What follows belongs to an exercise in optimizing a design on an open flow for small area, a short achievable clock period and few clock cycles per item; a production flow would make more cautious choices. RTL that was checked went through simulation tests only; none was proved equivalent to the original. Function not checked in runs 1, 5 and 6: the RTL went through the layout flow alone. Power is estimated from default activity; no workload was simulated.

===== design.v =====
package resizer_pkg;
   localparam int FRAME_W = 8;              
   localparam int FRAME_H = 6;              
   localparam int COL_W   = 4;              
   localparam int ROW_W   = 3;              
   localparam int ADDR_W  = 6;              
   localparam int TAP_OUTER  = -1;          
   localparam int TAP_INNER  = 9;           
   localparam int ROUND_ADD  = 128;         
   localparam int NORM_SHIFT = 8;           
   typedef struct packed {
      logic [7:0] b;
      logic [7:0] g;
      logic [7:0] r;
   } pixel_t;
   typedef struct packed {
      pixel_t row0;                         
      pixel_t row1;                         
      pixel_t row2;                         
      pixel_t row3;                         
   } column_t;
   localparam int COLUMN_BITS = 4 * 24;     
   typedef struct packed {
      logic col_valid;                      
      logic eol;                            
      logic eof;                            
   } beat_tag_t;
endpackage
`timescale 1ns/10ps
module bicubic_resizer (
   input  logic        i_clk,
   input  logic        i_rstn,
   input  logic [31:0] i_s_data,               
   input  logic        i_s_valid,
   output logic        o_s_ready,
   output resizer_pkg::pixel_t      o_m_data,
   output logic        o_m_valid,
   output logic        o_m_eol,
   output logic        o_m_eof,
   input  logic        i_m_ready
);
   logic [23:0] in_pix;
   logic        in_v;
   logic [23:0] r0 [8];
   logic [23:0] r1 [8];
   logic [23:0] r2 [8];
   logic [2:0] x;           
   logic [2:0] r;           
   logic [2:0] vc;          
   logic       fl;          
   logic       prev;        
   logic       prow5;       
   logic       tpend;       
   logic       tis5;        
   logic       sk_v;        
   logic       adv;         
   assign adv = ~sk_v;
   logic       pending;
   logic       st_norm, st_fl, st_any;    
   logic [2:0] c;           
   logic       vstep;       
   logic       tonly;       
   logic       vrow5;
   logic       first;
   assign pending = prev | tpend;
   assign first   = ~fl;
   assign c       = fl ? vc : x;
   assign vstep   = st_norm ? ((r >= 3'd2) | prev) : prev;
   assign tonly   = st_fl & ~prev & tpend & (c < 3'd2);
   assign vrow5   = prev & prow5;
   function automatic logic [4:0] tap_sel(input logic pv, input logic p5, input logic [2:0] rr,
                                          input logic lt);
      logic t, b4, b5a, b5b;
      t   = ~pv & (rr == 3'd2);
      b4  = pv & ~p5;
      b5a = pv & p5 & (rr[0] | lt);
      b5b = pv & p5 & ~(rr[0] | lt);
      tap_sel = {t | b5b, b5b, b5a, b5a, b4 | b5b};    
   endfunction
   logic sel_a1, sel_b0, sel_c1, sel_d1, sel_d0;
   logic [23:0] h0, h1, h2;
   logic [23:0] ta, tb, tc, td;
   assign h0 = r0[0];
   assign h1 = r1[0];
   assign h2 = r2[0];
   assign ta = sel_a1 ? h1 : h2;
   assign tb = sel_b0 ? h0 : h1;
   assign tc = sel_c1 ? h1 : h0;
   assign td = sel_d1 ? h1 : (sel_d0 ? h0 : in_pix);
   logic       e_em, e_hv, e_t0, e_c0, e_c7, e_sub, e_eol, e_eof;
   always_comb begin
      e_em  = 1'b0;
      e_hv  = 1'b0;
      e_t0  = 1'b0;
      e_eol = 1'b0;
      e_eof = 1'b0;
      e_c0  = (c == 3'd0);
      e_c7  = (c == 3'd7);
      e_sub = (c >= 3'd2);
      if (st_any && vstep) begin
         e_hv = 1'b1;
         e_em = (c >= 3'd2) | tpend;
      end else if (st_any && tonly) begin
         e_t0 = (c == 3'd0);
         e_em = 1'b1;
      end
      if (c == 3'd1 && tpend) begin
         e_eol = 1'b1;
         e_eof = tis5;
      end
   end
   always_ff @(posedge i_clk) begin
      if (st_any) begin
         for (int j = 0; j < 7; j++) begin
            r0[j] <= r0[j+1];
            r1[j] <= r1[j+1];
            r2[j] <= r2[j+1];
         end
         r0[7] <= st_fl ? r0[0] : in_pix;
         r1[7] <= st_fl ? r1[0] : r0[0];
         r2[7] <= st_fl ? r2[0] : r1[0];
      end
   end
   logic       prev_n, prow5_n, tpend_n, tis5_n, fl_n;
   logic [2:0] x_n, r_n, vc_n;
   always_comb begin
      prev_n  = prev;
      prow5_n = prow5;
      tpend_n = tpend;
      tis5_n  = tis5;
      x_n     = x;
      r_n     = r;
      vc_n    = vc;
      if (st_any) begin
         if (vstep && c == 3'd7) begin
            tpend_n = 1'b1;
            tis5_n  = vrow5;
            if (vrow5) prev_n = 1'b0;
            if (prev) prow5_n = 1'b1;
         end else if ((vstep || tonly) && c == 3'd1) begin
            tpend_n = 1'b0;
         end
         if (st_norm && x == 3'd7 && r == 3'd5) begin
            prev_n  = 1'b1;
            prow5_n = 1'b0;
         end
      end
      if (st_norm) begin
         x_n = x + 3'd1;
         if (x == 3'd7) r_n = (r == 3'd5) ? 3'd0 : r + 3'd1;
      end
      if (st_fl) vc_n = c + 3'd1;
      fl_n = fl;
      if (st_fl) fl_n = !(!prev_n && !tpend_n && (c + 3'd1 == x));
   end
   always_ff @(posedge i_clk) begin
      if (!i_rstn) begin
         x     <= '0;
         r     <= '0;
         vc    <= '0;
         fl    <= 1'b0;
         prev  <= 1'b0;
         prow5 <= 1'b0;
         tpend <= 1'b0;
         tis5  <= 1'b0;
         {sel_a1, sel_b0, sel_c1, sel_d1, sel_d0} <= '0;
      end else begin
         x     <= x_n;
         r     <= r_n;
         vc    <= vc_n;
         fl    <= fl_n;
         prev  <= prev_n;
         prow5 <= prow5_n;
         tpend <= tpend_n;
         tis5  <= tis5_n;
         {sel_a1, sel_b0, sel_c1, sel_d1, sel_d0} <= tap_sel(prev_n, prow5_n, r_n, fl_n & (vc_n < x_n));
      end
   end
   logic take, in_v_n, sk_v_n, hd_free;
   assign take    = o_s_ready & i_s_valid;
   assign in_v_n  = take | (in_v & ~st_norm);
   always_ff @(posedge i_clk) begin
      if (~in_v | st_norm) in_pix <= i_s_data[23:0];     
   end
   always_ff @(posedge i_clk) begin
      if (!i_rstn) begin
         in_v      <= 1'b0;
         o_s_ready <= 1'b1;
         st_norm   <= 1'b0;
         st_fl     <= 1'b0;
         st_any    <= 1'b0;
      end else begin
         in_v      <= in_v_n;
         o_s_ready <= ~in_v_n | (~sk_v_n & ~fl_n);
         st_norm   <= ~sk_v_n & ~fl_n & in_v_n;
         st_fl     <= ~sk_v_n & (fl_n | (~in_v_n & (prev_n | tpend_n)));
         st_any    <= ~sk_v_n & (fl_n | in_v_n | prev_n | tpend_n);
      end
   end
   logic [2:0][8:0] p1_bc, p1_ad;
   logic p1_em, p1_hv, p1_t0, p1_c0, p1_c7, p1_sub, p1_eol, p1_eof;
   always_ff @(posedge i_clk) begin
      if (adv) begin
         for (int ch = 0; ch < 3; ch++) begin
            p1_bc[ch] <= {1'b0, tb[ch*8 +: 8]} + {1'b0, tc[ch*8 +: 8]};
            p1_ad[ch] <= {1'b0, ta[ch*8 +: 8]} + {1'b0, td[ch*8 +: 8]};
         end
         p1_c0  <= e_c0;
         p1_c7  <= e_c7;
         p1_sub <= e_sub;
         p1_eol <= e_eol;
         p1_eof <= e_eof;
      end
   end
   logic signed [13:0] vs [3];
   logic p2_em, p2_hv, p2_t0, p2_c0, p2_c7, p2_sub, p2_eol, p2_eof;
   always_ff @(posedge i_clk) begin
      if (adv && p1_hv) begin
         for (int ch = 0; ch < 3; ch++)
            vs[ch] <= $signed({1'b0, p1_bc[ch], 3'b000}) + $signed({4'b0, p1_bc[ch]})
                      - $signed({4'b0, p1_ad[ch]}) + 14'sd8;
      end
   end
   always_ff @(posedge i_clk) begin
      if (adv) begin
         p2_c0  <= p1_c0;
         p2_c7  <= p1_c7;
         p2_sub <= p1_sub;
         p2_eol <= p1_eol;
         p2_eof <= p1_eof;
      end
   end
   logic signed [17:0] q1 [3];
   logic signed [16:0] q2 [3];
   logic signed [13:0] q3 [3];
   logic signed [17:0] q1_a [3], q1_b [3], q1_n [3], bt [3];
   logic signed [16:0] q2_b [3], q2_c [3], q2_n [3];
   always_comb begin
      for (int ch = 0; ch < 3; ch++) begin
         q1_a[ch] = p2_c0 ? (18'(q3[ch]) <<< 3) : (18'(vs[ch]) <<< 3);
         q1_b[ch] = (p2_c0 | p2_c7) ? 18'sd0 : 18'(vs[ch]);
         q1_n[ch] = 18'(q2[ch]) + q1_a[ch] + q1_b[ch];
         q2_b[ch] = p2_c0 ? 17'sd0 : 17'(vs[ch]);
         q2_c[ch] = p2_c0 ? 17'sd0 : 17'(q3[ch]);
         q2_n[ch] = (17'(vs[ch]) <<< 3) + q2_b[ch] - q2_c[ch];
         bt[ch]   = q1[ch] - (p2_sub ? 18'(vs[ch]) : 18'sd0);
      end
   end
   always_ff @(posedge i_clk) begin
      if (adv) begin
         for (int ch = 0; ch < 3; ch++) begin
            if (p2_hv || p2_t0) q1[ch] <= q1_n[ch];
            if (p2_hv) begin
               q2[ch] <= q2_n[ch];
               q3[ch] <= vs[ch];
            end
         end
      end
   end
   always_ff @(posedge i_clk) begin
      if (!i_rstn) begin
         p1_em <= 1'b0;
         p1_hv <= 1'b0;
         p1_t0 <= 1'b0;
         p2_em <= 1'b0;
         p2_hv <= 1'b0;
         p2_t0 <= 1'b0;
      end else if (adv) begin
         p1_em <= e_em;
         p1_hv <= e_hv;
         p1_t0 <= e_t0;
         p2_em <= p1_em;
         p2_hv <= p1_hv;
         p2_t0 <= p1_t0;
      end
   end
   function automatic logic [7:0] clip(input logic [9:0] acc);    
      if (acc[9])      clip = 8'd0;
      else if (acc[8]) clip = 8'd255;
      else             clip = acc[7:0];
   endfunction
   logic [25:0] pushd;
   logic [25:0] sk;
   logic        push;
   assign pushd   = {p2_eol, p2_eof, clip(bt[2][17:8]), clip(bt[1][17:8]), clip(bt[0][17:8])};
   assign push    = adv & p2_em;
   assign hd_free = ~o_m_valid | i_m_ready;
   assign sk_v_n  = ~hd_free & (sk_v | push);
   always_ff @(posedge i_clk) begin
      if (!i_rstn) begin
         o_m_valid <= 1'b0;
         sk_v      <= 1'b0;
      end else begin
         sk_v <= sk_v_n;
         if (hd_free) o_m_valid <= sk_v | push;
      end
   end
   always_ff @(posedge i_clk) begin
      if (hd_free) {o_m_eol, o_m_eof, o_m_data} <= sk_v ? sk : pushd;
      if (push) sk <= pushd;
   end
endmodule

===== run.sh =====
#!/bin/bash
# synth_recipe.tcl (not shown) runs the flow's synth.tcl, then flattens the netlist and writes it again
# the make line also repeats each setting of config.mk as NAME=value (left out here)
make -C /OpenROAD-flow-scripts/flow DESIGN_CONFIG=/design/flow/config.mk WORK_HOME=/design/flow/orfs CLKGATE_MAP_FILE= SYNTH_SCRIPT=/design/flow/synth_recipe.tcl finish

===== config.mk =====
export PLATFORM = sky130hd
export DESIGN_NAME = bicubic_resizer
export DESIGN_NICKNAME = bicubic_resizer
export VERILOG_FILES = /design/flow/design.v
export SDC_FILE = /design/flow/constraint.sdc
export NUM_CORES = 4
export LEC_CHECK = 0
export ABC_AREA = 1
export CAP_MARGIN = 20
export CORE_MARGIN = 2
export CORE_UTILIZATION = 40
export CTS_CLUSTER_DIAMETER = 80
export CTS_CLUSTER_SIZE = 24
export SETUP_SLACK_MARGIN = 5
export SLEW_MARGIN = 20

===== constraint.sdc =====
create_clock -name core_clock -period 8.0 [get_ports {i_clk}]
set_input_delay 1.6000 -clock core_clock [delete_from_list [all_inputs] [get_ports {i_clk}]]
set_output_delay 1.6000 -clock core_clock [all_outputs]
set_load 0.01 [all_outputs]

==> metrics.csv, run 1 <==
stage,metric,value,unit
yosys,post-synthesis net count,4570,
cells_and_area,layout overhead on the synthesized area,15.1,%
clock_tree,CTS Root Buffer Type,clkbuf_16,
yosys,Post-synth EDFFs,905,
hold_path,worst hold path type,reg2reg,
floorplanning,die width,345,um
yosys,Yosys warnings,15,
yosys,register area share after synthesis,59.6,%
worst_setup_path,CP Data Arrival Time,3.49,ns
placed_design,GP Congestion,0.868,
worst_setup_path,crit end category,flip-flop,
cells_and_area,ratio of cells with drive above 1 in the final layout,14.0,%
status,status,timing/DRC/antenna clean,
placed_design,dpl hpwl,59000,um
sta,final cycle utilization of the critical path,38.7,%
pwr,Net Sw Power,6.34,mW
placed_design,placed cells,5666,
cells_and_area,number of fillers in the final layout,10362,
worst_setup_path,Crit Path Class,reg2reg,
worst_setup_path,worst path bufs/invs,4,
detailed_routing,initial DRC count,1885,
detailed_routing,wire per inst,15.2,um
cells_and_area,Finished Layout Cells,5830,
yosys,"flops & latches, synth",936,
clock_tree,CTS Buf Count,51,
cells_and_area,area of the multi-input gates,17900,um2
yosys,Avg Inst Size Synth,11.3,um2
worst_setup_path,Setup crit start,p2_c0,
detailed_routing,Post-route DRC,0,
sta,final hold viol count,0,
floorplanning,IO Pins,64,
sta,worst slew pin tran,1.17,ns
yosys,"Cell Area, Synth",46600,um2
pwr,Leak,22.0,nW
global_route,initial antenna violation count,0,
sta,unrepaired setup endpoints after global routing,yes,
clock_tree,Max H-tree Level,2,
global_route,vias in the first global route,26801,
sta,Final WS setup,4.90,ns
global_route,first-pass GRT wire length,136000,um
sta,Setup TNS,0,ns
worst_setup_path,"Slowest-stage cell, CP",fa_1,
global_route,"Remaining Overflow, GRT",0,
hold_path,hold path start,r1[6][13],
pwr,Reg power frac,38.0,%
worst_setup_path,Crit path required time,8.39,ns
clock_tree,clk buf depth,3,
worst_setup_path,startpoint type of the worst setup path,flip-flop,
worst_setup_path,Crit Path Max Fanout,11,
yosys,Cells after Synth,4129,
clock_tree,worst skew pair latency,0.64,ns
pwr,internal power,11.0,mW
flow_run,max-cap violations,0,
floorplanning,total die area,119000,um2
clock_tree,Clock Sinks,936,
cells_and_area,Final Net Count,4716,
pwr,Combinational Power Share,45.6,%
yosys,Synth cell types,42,
worst_setup_path,"reg-to-reg slack, setup",4.90,ns
global_route,largest net degree at the start of global routing,162,
detailed_routing,"antenna viol nets, final",0,
placed_design,input/output buffers,55,
detailed_routing,vias,28000,
floorplanning,CORE AREA,116000,um2
yosys,Most used DFF post-synth,edfxtp_1,
detailed_routing,Routed Wire Length,88400,um
sta,Slew headroom,21.3,%
sta,clk_skew,0.0193,ns
detailed_routing,vias per cell,4.80,
sta,final setup fails,0,
worst_setup_path,crit-path max cell delay,0.51,ns
pwr,Cell Pwr Density,324,nW/um2
cells_and_area,Antenna diodes,0,
placed_design,pre-CTS WS,4.15,ns
detailed_routing,Pre-Repair DR Iteration Count,5,
pwr,clock group share of total power,16.4,%
yosys,ys async rst share,0,%
worst_setup_path,RR Startpoint,p2_c0,
sta,Max Freq,323,MHz
pwr,Sw Ratio,36.5,%
sta,max-slew violation count,0,
clock_tree,CTS tree,built,
worst_setup_path,worst-path cell chain,"buf_4, buf_12, buf_16, nor2_1, a21oi_1, fa_1, inv_2, ha_4, a21oi_2, nand2_2, nand3_1, nand2_2, nand3_1, nand2_2, nand3_1, nand2_1, xor2_1",
worst_setup_path,crit-path leading delay family,simple AND/OR/NAND/NOR gates,
pwr,Worst IR Drop VDD,0.190,mV
floorplanning,Starting Density,40.2,%
cells_and_area,Reg area,27800,um2
floorplanning,row count,125,
sta,min cycle time layout,3.10,ns
global_route,global-route usage over all layers,13.9,%
clock_tree,clock transition at the register clock pins on the worst setup and hold paths after CTS,0.09,ns
floorplanning,die height,345,um
==> power by group through the flow <==
stage	Sequential [mW]	Combinational [mW]	Clock, mW
global placement	6.70	6.07	0
detailed placement	6.73	6.12	0
global route	6.67	8.92	3.13
CTS	6.62	6.74	2.97
finish	6.61	7.92	2.85
floorplan	6.84	4.68	0
==> cells in the final DEF, fill, tap and decap left out, types with 59 or more instances in the layout <==
master    instances
ha_4             63
fa_1            108
buf_4            70
ha_1            216
inv_1           687
a21oi_2          69
nand2_1         670
o21ai_0         225
nor2_1          188
edfxtp_1        905
a21oi_1         192
nand3_1         128
nand2_2          59
xor2_1          122
==> cell families after synthesis <==
| logic type | after synthesis | share of synthesized area [%] |
|---|---|---|
| adder cells (fa/ha/maj) | 405 | 12.7 |
| AO/OA/AOI/OAI | 612 | 6.98 |
| buffers and inverters | 781 | 6.34 |
| XOR/XNOR | 164 | 3.08 |
| AND/OR/NAND/NOR | 1231 | 11.3 |
| flip-flops | 936 | 59.6 |
==> per-stage QoR <==
stage / util [%] / hold WS, ns / area, um2 / power [mW]
CTS: 44.6 / 0.409 / 51700 / 16.3
global route: 46.3 / 0.416 / 53600 / 18.7
floorplan: - / 0.400 / 46600 / 11.5
finish: 46.3 / 0.409 / 53600 / 17.4
detailed placement: 42.3 / 0.405 / 49000 / 12.9
global placement: 42.3 / 0.400 / 49000 / 12.8
==> cells in the mapped netlist (all sizes together) (3+ instances only) <==
master	n	area, um2
dfxtp	31	621
nand3b	6	45.0
nand2	745	2880
nand3	176	1050
nor3	23	115
clkinv	4	15.0
nor4	5	37.5
xor2	127	1110
nand4	17	106
xnor2	37	324
nor2	251	957
buf	23	109
o21ai	264	1320
a21boi	7	52.6
a21oi	270	1350
o21a	3	22.5
o31ai	16	120
edfxtp	905	27200
o21bai	9	67.6
and2	6	37.5
clkbuf	45	169
a31oi	13	81.3
ha	291	3640
fa	114	2280
inv	709	2660
o2111ai	8	70.1
a21o	21	158
==> state kept, by name, summed over array words and instances (netlist names), 26 cells and up <==
signal / flops
r0: 192
r1: 192
r2: 192
q1: 54
q2: 51
q3: 42
vs: 42
p1_ad: 27
p1_bc: 27
sk: 26
==> routing by layer <==
metal,vias up,track usage (%),share of wire (%)
li1,14154,-,-
met1,13284,20.0,48
met2,432,22.6,45
met3,130,1.69,3.8
met4,0,3.38,2.3
met5,-,0,0
==> final cells by class <==
class	instances	area share, %
sequential	936	51.8
multi-input combinational	2412	33.4
inverter	713	5.02
tap	1524	3.55
timing repair buffer	161	3.20
clock buffer	61	2.45
clock inverter	23	0.515
==> repair_timing <==
item	CTS	global route
pin swaps	13	83
hold buffers	0	0
setup endpoints to repair	162	117
cloned	5	8
buffers inserted	17	50
resized for setup	185	337
==> worst register-to-register path: stages, from the launching register on <==
cell and delay, ns:
edfxtp_1 0.41, buf_4 0.16, buf_12 0.15, buf_16 0.16
nor2_1 0.18, a21oi_1 0.10, fa_1 0.51, inv_2 0.05
ha_4 0.25, a21oi_2 0.15, nand2_2 0.08, nand3_1 0.10
nand2_2 0.09, nand3_1 0.10, nand2_2 0.10, nand3_1 0.09
nand2_1 0.06, xor2_1 0.13
==> path summary, 6_finish.rpt <==
kind / endpoint / cells past startpoint
min: r1[5][13] / 0
max: q1[1][17] / 17
max reg2reg: q1[1][17] / 17
min reg2reg: r1[5][13] / 0
==> run 2: changes to the inputs <==
--- a/design.v
+++ b/design.v
@@ -213,7 +213,8 @@
       end
    end
    logic signed [13:0] vs [3];
-   logic p2_em, p2_hv, p2_t0, p2_c0, p2_c7, p2_sub, p2_eol, p2_eof;
+   logic p2_em, p2_hv, p2_t0, p2_sub, p2_eol, p2_eof;
+   logic p2_c0, p2_nc0, p2_nc07;
    always_ff @(posedge i_clk) begin
       if (adv && p1_hv) begin
          for (int ch = 0; ch < 3; ch++)
@@ -223,8 +224,9 @@
    end
    always_ff @(posedge i_clk) begin
       if (adv) begin
-         p2_c0  <= p1_c0;
-         p2_c7  <= p1_c7;
+         p2_c0   <= p1_c0;
+         p2_nc0  <= ~p1_c0;
+         p2_nc07 <= ~(p1_c0 | p1_c7);
          p2_sub <= p1_sub;
          p2_eol <= p1_eol;
          p2_eof <= p1_eof;
@@ -238,10 +240,10 @@
    always_comb begin
       for (int ch = 0; ch < 3; ch++) begin
          q1_a[ch] = p2_c0 ? (18'(q3[ch]) <<< 3) : (18'(vs[ch]) <<< 3);
-         q1_b[ch] = (p2_c0 | p2_c7) ? 18'sd0 : 18'(vs[ch]);
+         q1_b[ch] = p2_nc07 ? 18'(vs[ch]) : 18'sd0;
          q1_n[ch] = 18'(q2[ch]) + q1_a[ch] + q1_b[ch];
-         q2_b[ch] = p2_c0 ? 17'sd0 : 17'(vs[ch]);
-         q2_c[ch] = p2_c0 ? 17'sd0 : 17'(q3[ch]);
+         q2_b[ch] = p2_nc0 ? 17'(vs[ch]) : 17'sd0;
+         q2_c[ch] = p2_nc0 ? 17'(q3[ch]) : 17'sd0;
          q2_n[ch] = (17'(vs[ch]) <<< 3) + q2_b[ch] - q2_c[ch];
          bt[ch]   = q1[ch] - (p2_sub ? 18'(vs[ch]) : 18'sd0);
       end
--- a/config.mk
+++ b/config.mk
@@ -9,7 +9,7 @@
 export CAP_MARGIN = 20
 export CORE_MARGIN = 2
 export CORE_UTILIZATION = 40
-export CTS_CLUSTER_DIAMETER = 80
-export CTS_CLUSTER_SIZE = 24
+export CTS_CLUSTER_DIAMETER = 100
+export CTS_CLUSTER_SIZE = 28
 export SETUP_SLACK_MARGIN = 5
 export SLEW_MARGIN = 20
==> run 2 against run 1 <==
Net effect:
- clock power down 9.1%
- sequential power about the same
- largest cell class unchanged
- cell area down 4.0%
- sequential share of layout area up 2.2 points
==> metrics.csv, run 2 <==
stage,metric,value,unit
worst_setup_path,"Slowest-stage cell, CP",edfxtp_1,
clock_tree,hold buffer count at cts,0,
sta,Slew headroom,31.4,%
sta,Max Freq,341,MHz
cells_and_area,"commonest cells after routing, fill and taps aside","906 x edfxtp_1, 805 x nand2_1, 644 x inv_1",
cells_and_area,layout overhead on the synthesized area,10.4,%
sta,final setup fails,0,
detailed_routing,Pre-Repair DR Iteration Count,5,
yosys,synth top area cells,"edfxtp_1 58%, ha_1 7.8%, nand2_1 6.5%, inv_1 5.2%, fa_1 4.9%",
clock_tree,Clock Sinks,937,
floorplanning,Starting Density,40.3,%
yosys,"flops & latches, synth",937,
detailed_routing,"antenna viol nets, final",0,
pwr,clock group share of total power,16.2,%
global_route,vias in the first global route,26404,
floorplanning,die height,346,um
clock_tree,Max H-tree Level,2,
sta,final hold viol count,0,
floorplanning,CORE AREA,116000,um2
yosys,"Cell Area, Synth",46700,um2
sta,min cycle time layout,2.93,ns
yosys,post-synthesis net count,4550,
worst_setup_path,startpoint type of the worst setup path,flip-flop,
worst_setup_path,"reg-to-reg slack, setup",5.07,ns
yosys,Synth cell types,44,
placed_design,dpl hpwl,59000,um
clock_tree,worst skew pair latency,0.65,ns
placed_design,area post-placement,49000,um2
cells_and_area,Top Registers,"r0: 192 flops, r1: 192 flops, r2: 192 flops",
clock_tree,CTS Root Buffer Type,clkbuf_16,
clock_tree,clk buf depth,3,
worst_setup_path,RR Startpoint,p2_c0,
pwr,Combinational Power Share,42.5,%
detailed_routing,Routed Wire Length,85800,um
clock_tree,clock transition at the register clock pins on the worst setup and hold paths after CTS,0.11,ns
cells_and_area,Finished Layout Cells,5744,
pwr,Cell Pwr Density,312,nW/um2
flow_run,max-cap violations,0,
yosys,Avg Inst Size Synth,11.4,um2
yosys,register area share after synthesis,59.6,%
hold_path,hold path start,r0[1][2],
yosys,post-synth top area share,58.3,%
worst_setup_path,Reg2Reg Depth,10,
yosys,Post-synth EDFFs,906,
sta,final cycle utilization of the critical path,36.7,%
placed_design,pre-CTS WS,4.34,ns
global_route,global-route usage over all layers,13.9,%
sta,max-slew violation count,0,
yosys,"top cells by count, synth","906 x edfxtp_1, 813 x nand2_1, 645 x inv_1",
cells_and_area,cell area after layout,51500,um2
cells_and_area,Final Net Count,4636,
detailed_routing,Post-route DRC,0,
floorplanning,IO Pins,64,
worst_setup_path,crit-path max cell delay,0.47,ns
worst_setup_path,Crit Path Class,reg2reg,
pwr,internal power,10.2,mW
yosys,ys async rst share,0,%
hold_path,WHS Path Cells,0,
global_route,initial antenna violation count,0,
pwr,Leak,21.4,nW
detailed_routing,vias per cell,4.78,
worst_setup_path,Reg-to-Reg End,q1[2][14],
global_route,first-pass GRT wire length,136000,um
floorplanning,die width,346,um
cells_and_area,Antenna diodes,0,
sta,clk_skew,0.0305,ns
worst_setup_path,crit end category,flip-flop,
pwr,Reg power frac,41.3,%
sta,hold slack,0.414,ns
cells_and_area,ratio of cells with drive above 1 in the final layout,8.29,%
sta,Final WS setup,5.07,ns
worst_setup_path,CP Data Arrival Time,3.31,ns
sta,worst slew pin tran,1.03,ns
detailed_routing,wire per inst,14.9,um
sta,unrepaired setup endpoints after global routing,yes,
worst_setup_path,crit-path leading delay family,compound AO/OA/AOI/OAI gates,
placed_design,GP Congestion,0.845,
placed_design,placed cells,5636,
worst_setup_path,worst path bufs/invs,2,
floorplanning,row count,125,
clock_tree,CTS Buf Count,43,
placed_design,input/output buffers,55,
floorplanning,total die area,119000,um2
hold_path,hold path endpoint,r0[0][2],
sta,Setup TNS,0,ns
clock_tree,CTS tree,built,
cells_and_area,"most common cell after layout, fill and taps aside",edfxtp_1,
yosys,most numerous cell in the Yosys netlist,edfxtp_1,
global_route,"Remaining Overflow, GRT",0,
hold_path,worst hold path type,reg2reg,
detailed_routing,vias,27463,
status,status,timing/DRC/antenna clean,
worst_setup_path,Crit Path Max Fanout,20,
worst_setup_path,Crit path required time,8.38,ns
yosys,Cells after Synth,4109,
detailed_routing,initial DRC count,1995,
pwr,Sw Ratio,36.3,%
yosys,Most used DFF post-synth,edfxtp_1,
global_route,largest net degree at the start of global routing,188,
pwr,Net Sw Power,5.83,mW
pwr,Worst IR Drop VDD,0.182,mV
yosys,largest area contributor in the netlist,edfxtp_1,
worst_setup_path,worst-path cell chain,"buf_6, buf_16, o21ai_1, fa_1, ha_1, a21oi_1, o21ai_0, a21oi_1, o21ai_1, xor2_1",
pwr,Final Power,16.0,mW
yosys,Yosys warnings,15,
cells_and_area,Util after Layout,44.5,%
## run 2: cell types whose count changed in the layout (fill, tap and decap cells not counted), sizes merged, moves of 7 or more
cell,previous run,this run
nand2,745,843
a21oi,270,260
buf,98,55
nor2,251,183
inv,721,657
nand3,176,164
o21ai,264,294
clkbuf,68,61
## run 2: repair_timing
action,in CTS,in global routing
gates resized for setup,64,182
buffers inserted,3,26
endpoints found under the setup margin,104,117
cloned,3,6
pin swaps,1,19
## run 2: power by group through the flow
stage	Clock [mW]	Combinational, mW	Sequential [mW]
2_1_floorplan	0	4.70	6.85
3_3_place_gp	0	6.07	6.72
3_5_place_dp	0	6.14	6.75
4_1_cts	2.71	6.28	6.64
5_1_grt	2.87	7.84	6.69
6_report	2.59	6.82	6.63
## run 2: kinds of logic (layout without fill, tap and decap cells)
| family | count (synthesis) | count (layout) | share of synthesized area (%) |
|---|---|---|---|
| AO/OA/AOI/OAI | 625 | 625 | 7.08 |
| XOR/XNOR | 163 | 163 | 3.06 |
| adder cells (fa/ha/maj) | 405 | 405 | 12.7 |
| buffers and inverters | 726 | 837 | 5.90 |
| flip-flops | 937 | 937 | 59.6 |
| multiplexers | 3 | 3 | 0.0724 |
| AND/OR/NAND/NOR | 1250 | 1250 | 11.5 |
## run 2: worst register-to-register path: stages, from the launching register on
cell,delay [ns]
edfxtp_1,0.47
buf_6,0.18
buf_16,0.18
o21ai_1,0.26
fa_1,0.46
ha_1,0.34
a21oi_1,0.26
o21ai_0,0.14
a21oi_1,0.13
o21ai_1,0.11
xor2_1,0.15
## run 2: how the worst max path moves through the flow
stage                 from   endpoint  slack, ns  cells past startpoint
finish               p2_c0  q1[2][14]       5.07                     10
global route         p2_c0  q1[1][14]       4.91                     12
CTS                 p2_nc0  q2[1][11]       4.90                     14
detailed placement  p2_nc0  q2[0][16]       4.34                     12
global placement    p2_nc0  q2[0][10]       4.37                     12
floorplan           st_any     sel_a1       2.71                      7
## run 2: routing by layer
layer	vias to the layer above	GRT usage, %	routed length, um
li1	13997	-	-
met1	13021	20.3	42100
met2	365	22.2	38900
met3	80	1.66	2950
met4	0	3.48	1880
met5	-	0	0
## run 2: final cells by class
class,count,area (um2)
timing repair buffer,116,1220
tap,1524,1910
multi-input combinational,2446,16800
fill,10562,64400
inverter,651,2450
clock inverter,15,209
clock buffer,55,1130
sequential,937,27800
Testbench counts of run 2, summed over its fixed seeds: cycles 3,248, pixels 3,072.
==> run 3: changes to the inputs <==
--- a/config.mk
+++ b/config.mk
@@ -9,7 +9,8 @@
 export CAP_MARGIN = 20
 export CORE_MARGIN = 2
 export CORE_UTILIZATION = 40
-export CTS_CLUSTER_DIAMETER = 100
-export CTS_CLUSTER_SIZE = 28
+export CTS_CLUSTER_DIAMETER = 80
+export CTS_CLUSTER_SIZE = 24
+export PLACE_DENSITY = 0.72
 export SETUP_SLACK_MARGIN = 5
 export SLEW_MARGIN = 20
==> run 3 against run 2 <==
Net effect:
- worst hold slack worse by 0.0045 ns
- sequential share of layout area is 0.36 points lower
- routed wire length fell by 1.7%
- non-clock buffer count is 4 lower
- clock power is 7% higher
- total power up 1.9%
- critical path type unchanged
==> metrics.csv, run 3 <==
stage,metric,value,unit
worst_setup_path,Reg-to-Reg End,q1[2][11],
sta,min cycle time layout,2.97,ns
clock_tree,CTS Buf Count,50,
floorplanning,row count,125,
pwr,Worst IR Drop VDD,0.217,mV
cells_and_area,Top Registers,"r0: 192 flops, r1: 192 flops, r2: 192 flops",
pwr,Sw Ratio,36.0,%
global_route,vias in the first global route,26728,
global_route,first-pass GRT wire length,133000,um
placed_design,input/output buffers,55,
yosys,Post-synth EDFFs,906,
cells_and_area,Antenna diodes,0,
sta,Setup TNS,0,ns
hold_path,hold path start,r0[5][0],
sta,unrepaired setup endpoints after global routing,yes,
clock_tree,hold buffer count at cts,0,
cells_and_area,Final Net Count,4639,
sta,clk_skew,0.0364,ns
yosys,most numerous cell in the Yosys netlist,edfxtp_1,
floorplanning,total die area,119000,um2
pwr,Final Power,16.4,mW
yosys,"Cell Area, Synth",46700,um2
pwr,Reg power frac,40.5,%
worst_setup_path,CP Data Arrival Time,3.36,ns
yosys,post-synthesis net count,4550,
pwr,Cell Pwr Density,315,nW/um2
placed_design,area post-placement,49000,um2
worst_setup_path,RR Startpoint,p2_c0,
cells_and_area,ratio of cells with drive above 1 in the final layout,8.49,%
clock_tree,CTS Root Buffer Type,clkbuf_16,
cells_and_area,layout overhead on the synthesized area,11.2,%
global_route,initial antenna violation count,7,
sta,Final WS setup,5.03,ns
yosys,register area share after synthesis,59.6,%
yosys,ys async rst share,0,%
yosys,post-synth top area share,58.3,%
status,status,timing/DRC/antenna clean,
placed_design,pre-CTS WS,4.39,ns
yosys,"flops & latches, synth",937,
clock_tree,Max H-tree Level,2,
detailed_routing,Pre-Repair DR Iteration Count,7,
yosys,synth top area cells,"edfxtp_1 58%, ha_1 7.8%, nand2_1 6.5%, inv_1 5.2%, fa_1 4.9%",
hold_path,worst hold path type,reg2reg,
worst_setup_path,"reg-to-reg slack, setup",5.03,ns
worst_setup_path,Crit path required time,8.39,ns
floorplanning,die width,346,um
worst_setup_path,crit end category,flip-flop,
detailed_routing,Routed Wire Length,84400,um
sta,final setup fails,0,
pwr,internal power,10.5,mW
sta,Max Freq,337,MHz
cells_and_area,Util after Layout,44.7,%
cells_and_area,"commonest cells after routing, fill and taps aside","906 x edfxtp_1, 807 x nand2_1, 644 x inv_1",
yosys,Synth cell types,44,
global_route,largest net degree at the start of global routing,217,
clock_tree,clock transition at the register clock pins on the worst setup and hold paths after CTS,0.09,ns
floorplanning,CORE AREA,116000,um2
sta,final hold viol count,0,
placed_design,dpl hpwl,57900,um
yosys,"top cells by count, synth","906 x edfxtp_1, 813 x nand2_1, 645 x inv_1",
yosys,Cells after Synth,4109,
clock_tree,Clock Sinks,937,
detailed_routing,Post-route DRC,0,
worst_setup_path,Reg2Reg Depth,13,
yosys,Avg Inst Size Synth,11.4,um2
worst_setup_path,Crit Path Max Fanout,20,
detailed_routing,"antenna viol nets, final",0,
cells_and_area,"most common cell after layout, fill and taps aside",edfxtp_1,
cells_and_area,cell area after layout,51900,um2
sta,max-slew violation count,0,
clock_tree,worst skew pair latency,0.65,ns
detailed_routing,wire per inst,14.7,um
global_route,global-route usage over all layers,13.4,%
detailed_routing,vias per cell,4.82,
floorplanning,Starting Density,40.3,%
sta,final cycle utilization of the critical path,37.1,%
sta,Slew headroom,34.9,%
pwr,Net Sw Power,5.89,mW
worst_setup_path,startpoint type of the worst setup path,flip-flop,
global_route,"Remaining Overflow, GRT",0,
pwr,clock group share of total power,16.9,%
clock_tree,CTS tree,built,
detailed_routing,vias,27740,
yosys,largest area contributor in the netlist,edfxtp_1,
pwr,Combinational Power Share,42.6,%
detailed_routing,initial DRC count,1841,
worst_setup_path,Crit Path Class,reg2reg,
flow_run,max-cap violations,0,
floorplanning,IO Pins,64,
hold_path,WHS Path Cells,0,
yosys,Most used DFF post-synth,edfxtp_1,
yosys,Yosys warnings,15,
pwr,Leak,21.5,nW
hold_path,hold path endpoint,r0[4][0],
sta,worst slew pin tran,0.977,ns
floorplanning,die height,346,um
clock_tree,clk buf depth,3,
placed_design,GP Congestion,0.878,
[run 3: cell types whose count changed in the layout (fill, tap and decap cells not counted), moves of 3 or more]
cell / change
clkbuf_16: +8
o21ai_4: +3
ha_1: -5
o21ai_2: -3
nor2_4: +3
a21oi_2: +3
buf_4: -3
ha_4: +11
a21oi_1: -4
ha_2: -6
[run 3: worst max path at each step]
stage                start        end  slack (ns)  cells past startpoint
floorplan           st_any     sel_a1        2.71                      7
global placement    p2_nc0  q2[0][16]        4.43                     12
detailed placement  p2_nc0  q2[0][10]        4.39                     12
CTS                 p2_nc0  q2[1][11]        4.89                     14
global route         p2_c0  q1[1][17]        4.85                     14
finish               p2_c0  q1[2][11]        5.03                     13
[run 3: per-stage QoR]
step           std cells  hold slack (ns)
2_1_floorplan       4109            0.400
3_3_place_gp        5635            0.400
3_5_place_dp        5635            0.405
4_1_cts             5724            0.407
5_1_grt             5751            0.425
6_report            5751            0.410
[run 3: cells by family (layout without fill, tap and decap cells)]
group,Yosys count,count (layout),synth area share [%]
xor+xnor,163,163,3.06
buf+inv,726,844,5.90
flops,937,937,59.6
compound gates,625,625,7.08
simple gates,1250,1250,11.5
fa+ha+maj,405,405,12.7
mux,3,3,0.0724
[run 3: repair_timing]
action | 4_1_cts | 5_1_grt
pin swaps | 2 | 28
resized for setup | 64 | 199
setup endpoints to repair | 123 | 122
gates cloned | 2 | 6
setup buffers | 6 | 20
[run 3: area by class of cell]
cell class,instances,area (um2)
clock buffers,63,1320
repair buffers,112,1200
fillers,10325,64000
well taps,1524,1910
inverters,651,2450
flip-flops and latches,937,27800
multi-input cells,2446,16900
clock inverters,18,236
[run 3: power by group through the flow]
stage / logic (mW) / clock network [mW] / registers, mW
floorplan: 4.70 / 0 / 6.85
finish: 6.97 / 2.76 / 6.63
CTS: 6.23 / 2.88 / 6.64
global placement: 5.97 / 0 / 6.72
detailed placement: 6.10 / 0 / 6.75
global route: 7.92 / 3.03 / 6.68
[run 3: per-layer routing]
layer	vias to the layer above	global-route usage, %	part of all wire [%]
met3	127	1.84	3.8
met5	-	0	0.10
met1	13152	18.5	47
met2	434	22.2	47
li1	14013	-	-
met4	14	3.73	2.5
[run 3: critical path, stage by stage, from the launching register on]
cell and delay [ns]:
edfxtp_1 0.40, buf_4 0.18, clkbuf_16 0.21, nor2_1 0.16, a21oi_2 0.06, fa_1 0.48
inv_1 0.04, ha_1 0.32, a21oi_1 0.19, a21boi_4 0.27, o21ai_4 0.11, nand3_1 0.07
nand2_1 0.06, xor2_1 0.14
==> run 4: changes to the inputs <==
--- a/config.mk
+++ b/config.mk
@@ -11,6 +11,5 @@
 export CORE_UTILIZATION = 40
 export CTS_CLUSTER_DIAMETER = 80
 export CTS_CLUSTER_SIZE = 24
-export PLACE_DENSITY = 0.72
 export SETUP_SLACK_MARGIN = 5
 export SLEW_MARGIN = 20
==> run 4 against run 3 <==
Net effect:
- still clean
- synthesized cell count is the same
- routed wire length grew 1.0%
- via count shrank 1.3%
- critical path type is now reg2out
==> metrics.csv, run 4 <==
stage,metric,value,unit
pwr,internal power,10.5,mW
detailed_routing,vias per cell,4.77,
floorplanning,IO Pins,64,
placed_design,GP Congestion,0.845,
detailed_routing,vias,27392,
pwr,clock group share of total power,17.6,%
global_route,"Remaining Overflow, GRT",0,
sta,Slew headroom,32.1,%
yosys,post-synthesis net count,4550,
pwr,Final Power,16.3,mW
sta,final setup fails,0,
floorplanning,die height,346,um
worst_setup_path,worst path bufs/invs,1,
sta,max-slew violation count,0,
worst_setup_path,CP Data Arrival Time,1.31,ns
pwr,Worst IR Drop VDD,0.209,mV
detailed_routing,Post-route DRC,0,
clock_tree,hold buffer count at cts,0,
sta,min cycle time layout,2.91,ns
clock_tree,clock transition at the register clock pins on the worst setup and hold paths after CTS,0.09,ns
pwr,Reg power frac,40.7,%
cells_and_area,Reg area,27800,um2
cells_and_area,"most common cell after layout, fill and taps aside",edfxtp_1,
cells_and_area,"commonest cells after routing, fill and taps aside","906 x edfxtp_1, 805 x nand2_1, 644 x inv_1",
yosys,ys async rst share,0,%
sta,unrepaired setup endpoints after global routing,yes,
clock_tree,worst skew pair latency,0.66,ns
yosys,Synth Area in XOR/XNOR,3.06,%
placed_design,placed cells,5636,
cells_and_area,Top Registers,"r0: 192 flops, r1: 192 flops, r2: 192 flops",
yosys,Post-Synth Adder-Cell Area,12.7,%
yosys,Cells after Synth,4109,
global_route,initial antenna violation count,0,
floorplanning,total die area,119000,um2
yosys,Yosys warnings,15,
detailed_routing,wire per inst,14.8,um
worst_setup_path,critical path depth in cells,1,
detailed_routing,initial DRC count,1862,
cells_and_area,Antenna diodes,0,
hold_path,WHS Path Cells,0,
clock_tree,CTS tree,built,
yosys,"top cells by count, synth","906 x edfxtp_1, 813 x nand2_1, 645 x inv_1",
global_route,first-pass GRT wire length,137000,um
sta,Setup TNS,0,ns
sta,Max Freq,343,MHz
sta,clk_skew,0.0347,ns
clock_tree,CTS Buf Count,50,
worst_setup_path,startpoint type of the worst setup path,flip-flop,
floorplanning,die width,346,um
cells_and_area,area of the multi-input gates,16800,um2
floorplanning,CORE AREA,116000,um2
yosys,"Cell Area, Synth",46700,um2
yosys,Post-synth EDFFs,906,
worst_setup_path,crit-path max cell delay,0.37,ns
sta,worst slew pin tran,1.02,ns
sta,final hold viol count,0,
floorplanning,Starting Density,40.3,%
hold_path,worst hold path type,reg2reg,
flow_run,max-cap violations,0,
global_route,vias in the first global route,26590,
pwr,Net Sw Power,5.85,mW
status,status,timing/DRC/antenna clean,
floorplanning,row count,125,
clock_tree,Clock Sinks,937,
detailed_routing,Routed Wire Length,85200,um
pwr,Leak,21.5,nW
worst_setup_path,crit end category,output pin,
worst_setup_path,Reg2Reg Depth,12,
yosys,largest family of logic cells by synthesized area,adder cells,
worst_setup_path,Crit Path Max Fanout,1,
placed_design,input/output buffers,55,
yosys,largest area contributor in the netlist,edfxtp_1,
cells_and_area,layout overhead on the synthesized area,10.8,%
clock_tree,clk buf depth,3,
pwr,Combinational Power Share,41.8,%
worst_setup_path,worst-path cell chain,dlygate4sd2_1,
global_route,largest net degree at the start of global routing,188,
clock_tree,CTS Root Buffer Type,clkbuf_16,
pwr,Sw Ratio,35.9,%
placed_design,dpl hpwl,59000,um
yosys,Avg Inst Size Synth,11.4,um2
worst_setup_path,Crit path required time,6.40,ns
yosys,synth top area cells,"edfxtp_1 58%, ha_1 7.8%, nand2_1 6.5%, inv_1 5.2%, fa_1 4.9%",
worst_setup_path,"Slowest-stage cell, CP",edfxtp_1,
detailed_routing,Pre-Repair DR Iteration Count,5,
clock_tree,Max H-tree Level,2,
detailed_routing,"antenna viol nets, final",0,
cells_and_area,Finished Layout Cells,5746,
yosys,register area share after synthesis,59.6,%
pwr,Cell Pwr Density,315,nW/um2
yosys,simple-gate portion of the synthesized area,11.5,%
yosys,Synth cell types,44,
worst_setup_path,Crit Path Class,reg2out,
cells_and_area,number of fillers in the final layout,10518,
yosys,Most used DFF post-synth,edfxtp_1,
yosys,"flops & latches, synth",937,
yosys,post-synth top area share,58.3,%
yosys,Compound-Gate Fraction of Synth Area,7.08,%
yosys,post-synthesis mux area share,0.0724,%
cells_and_area,Final Net Count,4636,
global_route,global-route usage over all layers,14.0,%
worst_setup_path,crit-path leading delay family,flip-flops,
cells_and_area,ratio of cells with drive above 1 in the final layout,8.36,%
yosys,most numerous cell in the Yosys netlist,edfxtp_1,
sta,final cycle utilization of the critical path,36.4,%
run 4: cell counts after synthesis:
Identical to the previous run, type by type.
run 4: routing by layer:
layer	GRT usage (%)	share of wire, %	vias up
met5	0	0	-
li1	-	-	13993
met2	22.3	45	326
met1	20.2	50	12975
met3	1.86	3.1	98
met4	3.74	2.3	0
run 4: worst paths after layout:
path	startpoint	end	slack [ns]
max	o_m_eol	o_m_eol	5.09
min	r1[7][17]	r1[6][17]	0.41
max reg2reg	p2_c0	q1[2][15]	5.10
min reg2reg	r1[7][17]	r1[6][17]	0.41
run 4: stage by stage:
step / instance area, um2 / hold slack [ns] / setup slack (ns) / util, %
5_1_grt: 51700 / 0.416 / 4.91 / 44.6
4_1_cts: 50800 / 0.409 / 4.90 / 43.8
3_3_place_gp: 49000 / 0.400 / 4.37 / 42.3
6_report: 51700 / 0.408 / 5.09 / 44.6
2_1_floorplan: 46700 / 0.400 / 2.71 / -
3_5_place_dp: 49000 / 0.405 / 4.34 / 42.3
run 4: cells by family (layout without fill, tap and decap cells):
kind of cell             count (synthesis)  after routing
XOR/XNOR                               163            163
AND/OR/NAND/NOR                       1250           1250
adder cells (fa/ha/maj)                405            405
AO/OA/AOI/OAI                          625            625
buffers and inverters                  726            839
multiplexers                             3              3
flip-flops                             937            937
run 4: power by group through the flow:
stage | Clock (mW) | Sequential (mW) | Combinational (mW)
4_1_cts | 2.99 | 6.64 | 6.31
6_report | 2.86 | 6.63 | 6.81
2_1_floorplan | 0 | 6.85 | 4.70
3_5_place_dp | 0 | 6.75 | 6.14
3_3_place_gp | 0 | 6.72 | 6.07
5_1_grt | 3.15 | 6.69 | 7.83
run 4: what timing repair did:
| action | 4_1_cts | 5_1_grt |
|---|---|---|
| gates cloned | 3 | 2 |
| setup buffers | 3 | 23 |
| pin swaps | 0 | 21 |
| resized for setup | 82 | 166 |
| setup endpoints to repair | 104 | 120 |
run 4: final cells by class:
type | count | share of cell area [%]
well taps | 1524 | 3.69
clock inverters | 19 | 0.564
inverters | 651 | 4.73
clock buffers | 60 | 2.49
repair buffers | 109 | 2.15
multi-input cells | 2446 | 32.5
flip-flops and latches | 937 | 53.9
==> run 5: changes to the inputs <==
--- a/design.v
+++ b/design.v
@@ -235,6 +235,8 @@
    logic signed [17:0] q1 [3];
    logic signed [16:0] q2 [3];
    logic signed [13:0] q3 [3];
+   logic [2:0][9:0]    p3_acc;                  
+   logic p3_em, p3_eol, p3_eof;
    logic signed [17:0] q1_a [3], q1_b [3], q1_n [3], bt [3];
    logic signed [16:0] q2_b [3], q2_c [3], q2_n [3];
    always_comb begin
@@ -256,7 +258,10 @@
                q2[ch] <= q2_n[ch];
                q3[ch] <= vs[ch];
             end
+            p3_acc[ch] <= bt[ch][17:8];
          end
+         p3_eol <= p2_eol;
+         p3_eof <= p2_eof;
       end
    end
    always_ff @(posedge i_clk) begin
@@ -267,6 +272,7 @@
          p2_em <= 1'b0;
          p2_hv <= 1'b0;
          p2_t0 <= 1'b0;
+         p3_em <= 1'b0;
       end else if (adv) begin
          p1_em <= e_em;
          p1_hv <= e_hv;
@@ -274,6 +280,7 @@
          p2_em <= p1_em;
          p2_hv <= p1_hv;
          p2_t0 <= p1_t0;
+         p3_em <= p2_em;
       end
    end
    function automatic logic [7:0] clip(input logic [9:0] acc);    
@@ -284,8 +291,8 @@
    logic [25:0] pushd;
    logic [25:0] sk;
    logic        push;
-   assign pushd   = {p2_eol, p2_eof, clip(bt[2][17:8]), clip(bt[1][17:8]), clip(bt[0][17:8])};
-   assign push    = adv & p2_em;
+   assign pushd   = {p3_eol, p3_eof, clip(p3_acc[2]), clip(p3_acc[1]), clip(p3_acc[0])};
+   assign push    = adv & p3_em;
    assign hd_free = ~o_m_valid | i_m_ready;
    assign sk_v_n  = ~hd_free & (sk_v | push);
    always_ff @(posedge i_clk) begin
==> run 5 against run 4 <==
Net effect:
- non-clock buffer count shrank 8
- critical endpoint is now q1[0][15]
- total power grew 1.9%
- setup slack lost 0.14 ns
- synthesized area grew 0.27%
- sequential share of layout area grew 1.8 points
- combinational power shrank 2%
- clock-buffer cell count grew 3
- critical path type is now reg2reg
- first-iteration DRC count grew 0.21%
- worst hold slack gained 0.0087 ns
- cell area grew 0.11%
==> metrics.csv, run 5 <==
stage,metric,value,unit
cells_and_area,Top Registers,"r0: 192 flops, r1: 192 flops, r2: 192 flops",
cells_and_area,Final Net Count,4491,
yosys,most numerous cell in the Yosys netlist,edfxtp_1,
yosys,Synth cell types,44,
clock_tree,hold buffer count at cts,0,
clock_tree,CTS Root Buffer Type,clkbuf_16,
clock_tree,clk buf depth,3,
global_route,largest net degree at the start of global routing,205,
cells_and_area,cell area after layout,51700,um2
worst_setup_path,"Slowest-stage cell, CP",fa_1,
sta,final hold viol count,0,
detailed_routing,Pre-Repair DR Iteration Count,7,
floorplanning,IO Pins,64,
cells_and_area,Antenna diodes,0,
yosys,Cells after Synth,3974,
floorplanning,Starting Density,40.3,%
worst_setup_path,crit end category,flip-flop,
cells_and_area,number of fillers in the final layout,10614,
detailed_routing,initial DRC count,1866,
clock_tree,CTS Buf Count,52,
clock_tree,worst skew pair latency,0.64,ns
sta,Slew headroom,28.3,%
detailed_routing,vias per cell,4.79,
clock_tree,Clock Sinks,970,
placed_design,GP Congestion,0.845,
yosys,Most used DFF post-synth,edfxtp_1,
floorplanning,die height,346,um
yosys,"flops & latches, synth",970,
yosys,post-synth top area share,60.2,%
sta,min cycle time layout,3.05,ns
sta,final setup fails,0,
hold_path,worst hold path type,reg2reg,
worst_setup_path,startpoint type of the worst setup path,flip-flop,
pwr,Leak,21.2,nW
worst_setup_path,Crit path required time,8.38,ns
sta,unrepaired setup endpoints after global routing,yes,
detailed_routing,wire per inst,15.0,um
worst_setup_path,worst-path cell chain,"buf_4, bufbuf_16, a21oi_2, fa_1, inv_1, ha_2, a21oi_2, o21ai_0, a21oi_1, nand2_1, nand3_1, nand2_1, xor2_1",
cells_and_area,"most common cell after layout, fill and taps aside",edfxtp_1,
global_route,initial antenna violation count,0,
yosys,Post-synth EDFFs,938,
sta,worst slew pin tran,1.08,ns
detailed_routing,vias,26836,
global_route,vias in the first global route,26180,
cells_and_area,ratio of cells with drive above 1 in the final layout,6.61,%
detailed_routing,"antenna viol nets, final",0,
pwr,Worst IR Drop VDD,0.193,mV
floorplanning,CORE AREA,116000,um2
yosys,"top cells by count, synth","938 x edfxtp_1, 750 x nand2_1, 562 x inv_1",
floorplanning,total die area,120000,um2
yosys,"Cell Area, Synth",46800,um2
yosys,post-synthesis net count,4415,
yosys,Yosys warnings,15,
flow_run,max-cap violations,0,
floorplanning,die width,346,um
global_route,"Remaining Overflow, GRT",0,
clock_tree,Max H-tree Level,2,
pwr,Cell Pwr Density,321,nW/um2
sta,Max Freq,328,MHz
clock_tree,clock transition at the register clock pins on the worst setup and hold paths after CTS,0.09,ns
yosys,Avg Inst Size Synth,11.8,um2
cells_and_area,layout overhead on the synthesized area,10.6,%
yosys,register area share after synthesis,61.6,%
clock_tree,CTS tree,built,
global_route,global-route usage over all layers,13.8,%
floorplanning,row count,125,
sta,final cycle utilization of the critical path,38.1,%
yosys,largest area contributor in the netlist,edfxtp_1,
yosys,synth top area cells,"edfxtp_1 60%, ha_1 7.8%, nand2_1 6.0%, fa_1 4.9%, inv_1 4.5%",
worst_setup_path,CP Data Arrival Time,3.44,ns
worst_setup_path,crit-path max cell delay,0.44,ns
global_route,first-pass GRT wire length,135000,um
placed_design,input/output buffers,55,
status,status,timing/DRC/antenna clean,
detailed_routing,Post-route DRC,0,
detailed_routing,Routed Wire Length,84000,um
placed_design,area post-placement,49200,um2
worst_setup_path,Crit Path Max Fanout,19,
cells_and_area,"commonest cells after routing, fill and taps aside","938 x edfxtp_1, 745 x nand2_1, 559 x inv_1",
sta,clk_skew,0.0174,ns
sta,Setup TNS,0,ns
sta,max-slew violation count,0,
yosys,ys async rst share,0,%
placed_design,dpl hpwl,56800,um
worst_setup_path,Crit Path Class,reg2reg,
==> run 5: cell types whose count changed after synthesis, sizes merged, moves of 9 or more <==
cell,before,now
a21oi,260,269
edfxtp,906,938
nand3,164,96
nor3,26,14
nand2,843,761
nor2,183,237
xnor2,39,48
o21ai,294,272
inv,649,566
xor2,124,133
==> run 5: stage by stage <==
stage	cells	worst slack [ns]	hold WS [ns]	power [mW]	utilization, %
CTS	5595	4.96	0.414	16.4	44.1
finish	5607	4.95	0.417	16.6	44.6
global route	5607	4.86	0.428	18.0	44.6
floorplan	3974	2.68	0.400	11.9	-
detailed placement	5495	4.56	0.405	13.2	42.4
global placement	5495	4.58	0.400	13.1	42.4
==> run 5: final timing paths <==
path | cells past startpoint | start | to | slack (ns)
worst max-delay path | 13 | p2_c0 | q1[0][15] | 4.95
worst min-delay path | 0 | r0[3][13] | r0[2][13] | 0.42
worst max register to register | 13 | p2_c0 | q1[0][15] | 4.95
worst min register to register | 0 | r0[3][13] | r0[2][13] | 0.42
==> run 5: cells by family (layout without fill, tap and decap cells) <==
| kind of cell | Yosys count | count (layout) | share of synthesized area (%) |
|---|---|---|---|
| compound gates | 628 | 628 | 7.24 |
| fa+ha+maj | 405 | 405 | 12.7 |
| buf+inv | 646 | 755 | 5.20 |
| flops | 970 | 970 | 61.6 |
| xor+xnor | 181 | 181 | 3.39 |
| simple gates | 1138 | 1138 | 9.79 |
| mux | 6 | 6 | 0.144 |
==> run 5: critical path, delay by kind of cell, from the launching register on <==
kind | cells | cell delay [ns]
xor gates and xnor gates | 1 | 0.15
AOI/OAI and AO/OA | 4 | 0.64
buffers and inverters | 3 | 0.56
adders and majority gates | 2 | 0.74
and+or+nand+nor | 3 | 0.29
DFF | 1 | 0.43
==> run 5: area by class of cell <==
type,instances,area [um2],area share [%]
Timing Repair Buffer,101,1100,2.12
Clock inverter,24,297,0.573
Multi-Input combinational cell,2358,16100,31.2
Timing Repair inverter,1,7.51,0.0145
Inverter,566,2130,4.12
Clock buffer,63,1350,2.61
Tap cell,1524,1910,3.68
Sequential cell,970,28800,55.7
==> run 5: repair_timing <==
item	CTS	global route
gates resized for setup	79	89
setup buffers	8	9
pin swaps	6	14
endpoints found under the setup margin	112	64
cloned	5	3
==> run 5: where the power goes <==
group	internal [mW]	total (mW)	switching (mW)
logic	2.68	6.66	3.98
registers	6.76	7.00	0.242
clock network	1.34	2.95	1.61
total	10.8	16.6	5.84
==> run 5: metal layers <==
metal  GRT usage, %  wire length, um  up-vias
li1               -                -    13646
met1           19.9            41100    12713
met2           22.2            37900      384
met3           1.59             2920       93
met4           3.32             1980        0
met5              0                0        -
==> run 6: changes to the inputs <==
--- a/config.mk
+++ b/config.mk
@@ -9,7 +9,7 @@
 export CAP_MARGIN = 20
 export CORE_MARGIN = 2
 export CORE_UTILIZATION = 40
-export CTS_CLUSTER_DIAMETER = 80
-export CTS_CLUSTER_SIZE = 24
+export CTS_CLUSTER_DIAMETER = 100
+export CTS_CLUSTER_SIZE = 32
 export SETUP_SLACK_MARGIN = 5
 export SLEW_MARGIN = 20
==> run 6 against run 5 <==
Net effect:
- clock skew up 0.019 ns
- fmax grew 3.7%
- total power down 2.8%
- combinational power decreased by 0.8%
- largest cell class unchanged
- sequential share of layout area rose by 0.51 points
- die area unchanged
==> metrics.csv, run 6 <==
stage,metric,value,unit
worst_setup_path,Setup crit start,p2_c0,
cells_and_area,"commonest cells after routing, fill and taps aside","938 x edfxtp_1, 741 x nand2_1, 559 x inv_1",
yosys,Post-synth EDFFs,938,
yosys,"flops & latches, synth",970,
clock_tree,CTS tree,built,
floorplanning,total die area,120000,um2
global_route,global-route usage over all layers,13.6,%
pwr,Leak,20.9,nW
worst_setup_path,Crit path required time,8.38,ns
cells_and_area,area of the multi-input gates,16100,um2
worst_setup_path,worst-path cell chain,"buf_6, buf_12, mux2_2, fa_2, ha_4, a21oi_2, nand2_2, a21oi_2, o21ai_2, nand3_1, nand2_1, xor2_1",
worst_setup_path,"Slowest-stage cell, CP",fa_2,
worst_setup_path,"reg-to-reg slack, setup",5.06,ns
sta,hold slack,0.416,ns
pwr,Cell Pwr Density,315,nW/um2
hold_path,WHS Path Cells,0,
worst_setup_path,crit end category,flip-flop,
yosys,largest area contributor in the netlist,edfxtp_1,
cells_and_area,Top Registers,"r0: 192 flops, r1: 192 flops, r2: 192 flops",
sta,clk_skew,0.0360,ns
clock_tree,clk buf depth,3,
placed_design,area post-placement,49200,um2
clock_tree,hold buffer count at cts,0,
placed_design,pre-CTS WS,4.56,ns
yosys,synth top area cells,"edfxtp_1 60%, ha_1 7.8%, nand2_1 6.0%, fa_1 4.9%, inv_1 4.5%",
detailed_routing,"antenna viol nets, final",0,
cells_and_area,layout overhead on the synthesized area,9.61,%
cells_and_area,"most common cell after layout, fill and taps aside",edfxtp_1,
clock_tree,Clock Sinks,970,
worst_setup_path,startpoint type of the worst setup path,flip-flop,
yosys,Avg Inst Size Synth,11.8,um2
cells_and_area,Final Net Count,4476,
sta,min cycle time layout,2.94,ns
global_route,initial antenna violation count,0,
flow_run,max-cap violations,0,
cells_and_area,Antenna diodes,0,
sta,final setup fails,0,
clock_tree,CTS Buf Count,40,
detailed_routing,wire per inst,15.0,um
cells_and_area,Reg area,28800,um2
cells_and_area,number of fillers in the final layout,10606,
floorplanning,IO Pins,64,
placed_design,GP Congestion,0.845,
yosys,"top cells by count, synth","938 x edfxtp_1, 750 x nand2_1, 562 x inv_1",
floorplanning,die width,346,um
placed_design,dpl hpwl,56800,um
yosys,Most used DFF post-synth,edfxtp_1,
hold_path,worst hold path type,reg2reg,
global_route,first-pass GRT wire length,134000,um
floorplanning,row count,125,
sta,worst slew pin tran,1.14,ns
yosys,Yosys warnings,15,
detailed_routing,vias per cell,4.78,
global_route,vias in the first global route,26011,
floorplanning,CORE AREA,116000,um2
global_route,"Remaining Overflow, GRT",0,
sta,Final WS setup,5.06,ns
yosys,ys async rst share,0,%
worst_setup_path,CP dominant cell by count,a21oi_2,
hold_path,hold path start,r0[6][7],
clock_tree,clock transition at the register clock pins on the worst setup and hold paths after CTS,0.12,ns
yosys,post-synth top area share,60.2,%
sta,Setup TNS,0,ns
detailed_routing,Routed Wire Length,83500,um
detailed_routing,Post-route DRC,0,
yosys,most numerous cell in the Yosys netlist,edfxtp_1,
sta,final cycle utilization of the critical path,36.8,%
clock_tree,Max H-tree Level,2,
worst_setup_path,Crit Path Class,reg2reg,
floorplanning,Starting Density,40.3,%
detailed_routing,vias,26675,
sta,Max Freq,340,MHz
worst_setup_path,crit-path max cell delay,0.59,ns
yosys,"Cell Area, Synth",46800,um2
placed_design,placed cells,5495,
hold_path,hold path endpoint,r0[5][7],
clock_tree,worst skew pair latency,0.63,ns
global_route,largest net degree at the start of global routing,205,
status,status,timing/DRC/antenna clean,
yosys,Cells after Synth,3974,
worst_setup_path,RR Startpoint,p2_c0,
detailed_routing,initial DRC count,2124,
detailed_routing,Pre-Repair DR Iteration Count,5,
worst_setup_path,CP Data Arrival Time,3.32,ns
sta,Slew headroom,24.0,%
pwr,Worst IR Drop VDD,0.192,mV
sta,final hold viol count,0,
sta,max-slew violation count,0,
floorplanning,die height,346,um
yosys,Synth cell types,44,
cells_and_area,cell area after layout,51300,um2
cells_and_area,Finished Layout Cells,5582,
yosys,post-synthesis net count,4415,
yosys,register area share after synthesis,61.6,%
worst_setup_path,Reg2Reg Depth,12,
worst_setup_path,Crit Path Max Fanout,5,
worst_setup_path,Reg-to-Reg End,q1[2][16],
sta,unrepaired setup endpoints after global routing,yes,
cells_and_area,ratio of cells with drive above 1 in the final layout,6.36,%
placed_design,input/output buffers,55,
clock_tree,CTS Root Buffer Type,clkbuf_16,
-- run 6: cell families after synthesis --
logic type,count (synthesis),synth area share [%]
adders and majority gates,405,12.7
muxes,6,0.144
AOI/OAI and AO/OA,628,7.24
DFF,970,61.6
and+or+nand+nor,1138,9.79
buffers and inverters,646,5.20
xor gates and xnor gates,181,3.39
-- run 6: through the flow --
step,total power [mW],util (%)
after detailed placement,13.2,42.4
after floorplan,11.9,-
final,16.2,44.2
after global placement,13.1,42.4
after global routing,17.5,44.2
after CTS,15.9,43.6
-- run 6: how the worst max path moves through the flow --
stage / end / slack (ns) / cells after the start
final: q1[2][16] / 5.06 / 12
after global routing: q1[1][16] / 4.93 / 14
after CTS: q1[2][16] / 4.96 / 12
after detailed placement: q1[2][16] / 4.56 / 11
after global placement: q1[1][11] / 4.58 / 11
after floorplan: st_fl / 2.68 / 9
-- run 6: area by class of cell --
cell class              instances  area share (%)
flip-flops and latches        970            56.2
multi-input cells            2358            31.4
inverters                     566            4.16
well taps                    1524            3.72
repair buffers                 98            2.05
clock buffers                  49            2.02
clock inverters                16           0.405
repair inverters                1          0.0146
-- run 6: report_power, final --
group	switching (mW)	leakage, nW	internal, mW
registers	0.240	9.27	6.76
logic	3.97	11.1	2.65
clock network	1.56	0.601	0.986
total	5.77	20.9	10.4
-- run 6: metal layers --
layer | up-vias | global-route usage, % | share of wire [%]
met2 | 333 | 21.8 | 46
met5 | - | 0 | 0
met3 | 77 | 1.52 | 3.3
met4 | 0 | 3.23 | 1.9
li1 | 13595 | - | -
met1 | 12670 | 19.9 | 49
-- run 6: repair_timing --
action                     CTS  global route
pin swaps                    0            23
setup endpoints to repair  113            63
gates resized for setup     63           115
setup buffers                4            10
gates cloned                 4             4
-- run 6: critical path, delay by kind of cell (launching register included) --
| family | cells | cell delay (ns) |
|---|---|---|
| and+or+nand+nor | 3 | 0.25 |
| xor gates and xnor gates | 1 | 0.14 |
| DFF | 1 | 0.38 |
| AOI/OAI and AO/OA | 3 | 0.44 |
| muxes | 1 | 0.36 |
| buffers and inverters | 2 | 0.32 |
| adders and majority gates | 2 | 0.82 |

re-timing with driven ports:
In the flow no input, the clock included, has a driving cell. The finished layouts below were timed again as built, in two steps. Step 1 (the two cells are an assumption about what drives the block):
set clk [get_ports {i_clk}]
set_driving_cell -lib_cell sky130_fd_sc_hd__clkbuf_16 $clk
set_driving_cell -lib_cell sky130_fd_sc_hd__buf_2 [delete_from_list [all_inputs] $clk]
Step 2, shift: input delay + t, output delay - t, t = (earliest + latest rising clock arrival at the registers) / 2. This alone moves slack from input paths to output paths. a / b / c = ideal ports / drivers / drivers and shift; a / b = the first two.
run	t (ns)	setup slack, ns	worst setup path after step 2	worst register clock-pin slew, ns
run 1	0.700	4.902 / 4.902 / 4.578	input to register	0.10 / 0.10
run 2	0.707	5.065 / 5.040 / 4.573	input to register	0.11 / 0.11
run 3	0.698	5.035 / 5.032 / 4.564	input to register	0.10 / 0.10
run 4	0.714	5.089 / 5.021 / 4.539	input to register	0.10 / 0.10
run 5	0.702	4.948 / 4.948 / 4.818	input to register	0.10 / 0.10
run 6	0.689	5.058 / 5.045 / 4.840	input to register	0.12 / 0.12
After both steps every run listed still meets setup and hold. The setup slack of run 4, which loses most, moves by -0.068 ns with the drivers and by -0.550 ns with both steps.
